From an optimization exercise on the open Yosys and OpenROAD flow, aimed at small area; shortcuts taken in it are not production practice.
Where RTL was checked, it was by simulation tests only, not by an equivalence proof against the original.
No activity file was given, so power comes from the tool's default toggle rates.

==> job 6605: inputs <==
==> flow/design.v <==
`timescale 1ns/1ps
`default_nettype none
module pianoTiles (
	input logic Clock,
	input logic resetn,
	input logic [3:0] keysN,
	output logic [7:0] x,
	output logic [6:0] y,
	output logic [2:0] colour,
	output logic plot,
	output logic renderBusy,
	output logic gameOver,
	output logic [6:0] hex0,
	output logic [6:0] hex1,
	output logic [6:0] hex2,
	output logic [6:0] hex3
);
	localparam logic [3:0] stIdle = 4'd0;
	localparam logic [3:0] stPre = 4'd1;    
	localparam logic [3:0] stES = 4'd2;     
	localparam logic [3:0] stEB = 4'd3;     
	localparam logic [3:0] stED = 4'd4;     
	localparam logic [3:0] stStep = 4'd5;
	localparam logic [3:0] stDS = 4'd6;
	localparam logic [3:0] stDB = 4'd7;
	localparam logic [3:0] stDD = 4'd8;
	localparam logic [3:0] stDead = 4'd9;
	logic [3:0] state;
	logic busy, step, drawPass;
	assign busy = (state == stEB) || (state == stDB);
	assign step = (state == stStep);
	assign drawPass = (state == stDB) || (state == stDD);
	logic [3:0] keyLevel, keySync1, keySync2, keyLast, judged;
	assign keyLevel = {keysN[0], keysN[1], keysN[2], keysN[3]};  
	always_ff @(posedge Clock) begin
		if (!resetn) begin
			keySync1 <= '1;
			keySync2 <= '1;
			keyLast <= '1;
			judged <= '0;
		end else begin
			keySync1 <= keyLevel;
			keySync2 <= keySync1;
			keyLast <= keySync2;
			judged <= (step ? 4'b0 : judged) | (keyLast & ~keySync2);
		end
	end
	logic [13:0] tickCount;
	logic tickEnd;
	assign tickEnd = (tickCount == 14'd11999);
	always_ff @(posedge Clock) begin
		if (!resetn || tickEnd) tickCount <= '0;
		else tickCount <= tickCount + 1'b1;
	end
	logic [17:0] lfsr;
	logic [3:0] randomBits;
	always_ff @(posedge Clock) begin
		if (!resetn) lfsr <= 18'h04d71;
		else lfsr <= {lfsr[16:0], ~^lfsr[17:2]};
	end
	assign randomBits[0] = lfsr[8];
	assign randomBits[1] = ~^(lfsr & 18'h0da25);
	assign randomBits[2] = ^(lfsr & 18'h3cc38);
	assign randomBits[3] = ^(lfsr & 18'h30c61);
	logic [4:0] phase;  
	logic [5:0] blocks [4];
	logic [3:0] bottom, hit;
	logic miss;
	logic [2:0] hitCount;
	always_comb begin
		for (int c = 0; c < 4; c++) begin
			if (phase >= 5'd7) bottom[c] = blocks[c][5];
			else if (phase == 5'd6) bottom[c] = 1'b0;
			else bottom[c] = blocks[c][4];
		end
	end
	assign hit = judged & bottom;
	assign miss = |(judged & ~bottom);
	assign hitCount = 3'(hit[0]) + 3'(hit[1]) + 3'(hit[2]) + 3'(hit[3]);
	always_ff @(posedge Clock) begin
		if (!resetn) begin
			phase <= 5'd20;
			for (int c = 0; c < 4; c++) blocks[c] <= '0;
		end else if (step) begin
			for (int c = 0; c < 4; c++) begin
				logic [5:0] b;
				b = blocks[c];
				if (hit[c]) begin
					if (phase >= 5'd7) b[5] = 1'b0;
					else b[4] = 1'b0;
				end
				if (phase == 5'd0) blocks[c] <= {b[4:0], randomBits[c]};
				else blocks[c] <= b;
			end
			phase <= (phase == 5'd0) ? 5'd21 : phase - 1'b1;
		end
	end
	logic [15:0] score;
	always_ff @(posedge Clock) begin
		if (!resetn) score <= '0;
		else if (step && !miss) score <= score + 16'(hitCount);
	end
	logic [6:0] prevRow;
	logic [1:0] prevCol;
	logic [3:0] prevPix;
	logic [2:0] prevBlk;
	logic [4:0] prevOff;
	logic [6:0] row;
	logic [1:0] col;
	logic [3:0] pix;
	logic [2:0] blk;
	logic [4:0] off;
	logic tileSet, last;
	always_comb begin
		if (!renderBusy) begin
			row = '0;
			col = '0;
			pix = '0;
			if (phase == 5'd21) begin
				blk = 3'd1;
				off = '0;
			end else begin
				blk = 3'd0;
				off = phase;
			end
		end else begin
			row = prevRow;
			col = prevCol;
			pix = prevPix;
			blk = prevBlk;
			off = prevOff;
			if (plot && prevPix != 4'd9) begin
				pix = prevPix + 1'b1;
			end else begin
				pix = '0;
				col = prevCol + 1'b1;
				if (prevCol == 2'd3) begin
					row = prevRow + 1'b1;
					if (prevOff == 5'd20) begin
						off = '0;
						blk = prevBlk + 1'b1;
					end else begin
						off = prevOff + 1'b1;
					end
				end
			end
		end
	end
	always_comb begin
		logic [5:0] b;
		b = blocks[col];
		tileSet = 1'b0;
		if (blk != 3'd0 && off != 5'd20) tileSet = b[blk - 3'd1];
	end
	assign last = (row == 7'd119) && (col == 2'd3) && (!tileSet || pix == 4'd9);
	always_ff @(posedge Clock) begin
		prevRow <= row;
		prevCol <= col;
		prevPix <= pix;
		prevBlk <= blk;
		prevOff <= off;
	end
	always_ff @(posedge Clock) begin
		if (!resetn) begin
			plot <= 1'b0;
			renderBusy <= 1'b0;
		end else begin
			plot <= busy && tileSet;
			renderBusy <= busy;
		end
	end
	always_ff @(posedge Clock) begin
		if (!resetn) begin
			state <= stIdle;
		end else begin
			case (state)
				stIdle: if (tickEnd) state <= stPre;
				stPre: state <= stES;
				stES: state <= stEB;
				stEB: if (last) state <= stED;
				stED: state <= stStep;
				stStep: state <= miss ? stDead : stDS;
				stDS: state <= stDB;
				stDB: if (last) state <= stDD;
				stDD: state <= stIdle;
				stDead: state <= stDead;
				default: state <= stIdle;
			endcase
		end
	end
	assign gameOver = (state == stDead);
	always_comb begin
		case (prevCol)
			2'd0: x = 8'd10 + 8'(prevPix);
			2'd1: x = 8'd40 + 8'(prevPix);
			2'd2: x = 8'd70 + 8'(prevPix);
			default: x = 8'd100 + 8'(prevPix);
		endcase
	end
	assign y = prevRow;
	assign colour = drawPass ? 3'd7 : 3'd0;
	localparam logic [111:0] segMap = {16'h1083, 16'h208e, 16'h02ba, 16'h8692, 16'hd004, 16'hd860, 16'h2812};
	logic [27:0] digits;
	always_comb begin
		for (int i = 0; i < 4; i++) begin
			for (int k = 0; k < 7; k++) begin
				digits[7*i + k] = segMap[16*k + 32'(score[4*i +: 4])];
			end
		end
	end
	assign hex0 = digits[6:0];
	assign hex1 = digits[13:7];
	assign hex2 = digits[20:14];
	assign hex3 = digits[27:21];
endmodule
`default_nettype wire
==> flow/run.sh <==
#!/bin/bash
# synth_recipe.tcl (not shown) runs the flow's synth.tcl, then flattens the netlist and writes it again
# the make line also repeats each setting of config.mk as NAME=value (left out here)
make -C /OpenROAD-flow-scripts/flow DESIGN_CONFIG=/design/flow/config.mk WORK_HOME=/design/flow/orfs CLKGATE_MAP_FILE= SYNTH_SCRIPT=/design/flow/synth_recipe.tcl finish
==> flow/config.mk <==
export PLATFORM = sky130hd
export DESIGN_NAME = pianoTiles
export DESIGN_NICKNAME = pianoTiles
export VERILOG_FILES = /design/flow/design.v
export SDC_FILE = /design/flow/constraint.sdc
export NUM_CORES = 4
export LEC_CHECK = 0
export CAP_MARGIN = 20
export CORE_MARGIN = 2
export CORE_UTILIZATION = 40
export SLEW_MARGIN = 20
==> flow/constraint.sdc <==
create_clock -name core_clock -period 10.0 [get_ports {Clock}]
set_input_delay 2.0000 -clock core_clock [delete_from_list [all_inputs] [get_ports {Clock}]]
set_output_delay 2.0000 -clock core_clock [all_outputs]
set_load 0.01 [all_outputs]
==> inputs of job 9204, as changes to job 6605 <==
--- a/flow/design.v
+++ b/flow/design.v
@@ -49,17 +49,17 @@
 	logic tickEnd;
-	assign tickEnd = (tickCount == 14'd11999);
+	assign tickEnd = ((tickCount & 14'h3fdb) == (14'h1b2c & 14'h3fdb));
 	always_ff @(posedge Clock) begin
 		if (!resetn || tickEnd) tickCount <= '0;
-		else tickCount <= tickCount + 1'b1;
-	end
-	logic [17:0] lfsr;
+		else tickCount <= {tickCount[12:0], ~(tickCount[13] ^ tickCount[4] ^ tickCount[0])};
+	end
+	logic [18:0] lfsr;  
 	logic [3:0] randomBits;
 	always_ff @(posedge Clock) begin
-		if (!resetn) lfsr <= 18'h04d71;
-		else lfsr <= {lfsr[16:0], ~^lfsr[17:2]};
-	end
-	assign randomBits[0] = lfsr[8];
-	assign randomBits[1] = ~^(lfsr & 18'h0da25);
-	assign randomBits[2] = ^(lfsr & 18'h3cc38);
-	assign randomBits[3] = ^(lfsr & 18'h30c61);
+		if (!resetn) lfsr <= 19'h09299;
+		else lfsr <= {lfsr[18] ^ lfsr[16] ^ lfsr[0], lfsr[18:1]};
+	end
+	assign randomBits[0] = ^(lfsr & 19'h12ca4);
+	assign randomBits[1] = ^(lfsr & 19'h0080a);
+	assign randomBits[2] = ^(lfsr & 19'h03409);
+	assign randomBits[3] = ^(lfsr & 19'h2028a);
 	logic [4:0] phase;  
ABC_AREA = 1   (was unset)
CORE_UTILIZATION = 70   (was 40)
==> qor summary <==
| quantity | job 9204 | job 6605 |
|---|---|---|
| Result of the run | timing/DRC/antenna clean | timing/DRC/antenna clean |
| Synth Area in Simple Gates | 0.278 | 0.230 |
| Reg2Reg Capture Point | score[12] | state[2] |
| Cell count after placement | 1055 | 1075 |
| Final hold slack | 419 ps | 404 ps |
| Number of non-clock inverters in the layout | 127 | 50 |
| Sequential Power Share | 0.422 | 0.436 |
| Layout buffer count excluding clock buffers | 55 | 58 |
| Proportion of netlist area held by the largest area contributor | 0.367 | 0.342 |
| Leak Pwr | 3.30 nW | 3.09 nW |
| Critical path depth in cells | 7 | 6 |
| Worst reg2reg setup slack | 6380 ps | 6020 ps |
| End of the worst hold path | lfsr[5] | keySync2[1] |
| DP HPWL | 11.1 mm | 10.1 mm |
| Buffering stage count on the worst path with inverters included | 3 | 2 |
| Achievable frequency | 227 MHz | 230 MHz |
| Effective utilization at floorplan | 0.717 | 0.407 |
| Site row count | 35 | 48 |
| Final WS setup | 5600 ps | 5650 ps |
| Pin count of the biggest net entering global routing | 52 | 90 |
| Complex-gate fraction of the synthesized area | 0.133 | 0.183 |
| Library cell contributing the largest single delay on the critical path | dfxtp_1 | clkdlybuf4s50_1 |
| Number of nets produced by synthesis | 970 | 886 |
| Leading cell type in the layout, fill and taps excluded | nand2_1 | dfxtp_1 |
| Sequential portion of the cell area | 0.314 | 0.291 |
Only the layout flow was run in job 9204; the RTL was not checked for function there.

-- port drivers added, routing unchanged --
The flow's constraints put no driver on any port. The routed layouts listed below were extracted and timed again, unchanged, in two steps.
Step 1 assumes that a clkbuf_16 drives the clock port and a buf_2 every other input.
Step 2 times the ports against the registers' clock, not the clock port: input delays grow and output delays shrink by t, the midpoint of the rising clock arrivals with the driver on.
Slacks: no drivers / after step 1 / after step 2; pairs: no drivers / after step 1.
| run | t, ns | setup WS [ns] | worst setup path at the end | slew at the worst register clock pin (ns) | worst data-port slew with drivers (ns) |
|---|---|---|---|---|---|
| job 6605 | 0.456 | 5.648 / 5.605 / 6.018 | register to register | 0.06 / 0.06 | 0.04 |
| job 9204 | 0.555 | 5.601 / 5.567 / 5.430 | input to register | 0.07 / 0.07 | 0.04 |
After both steps setup and hold are still met in every run listed. For job 9204, which loses most, drivers alone change the setup slack by -0.034 ns; drivers and shift together by -0.171 ns.
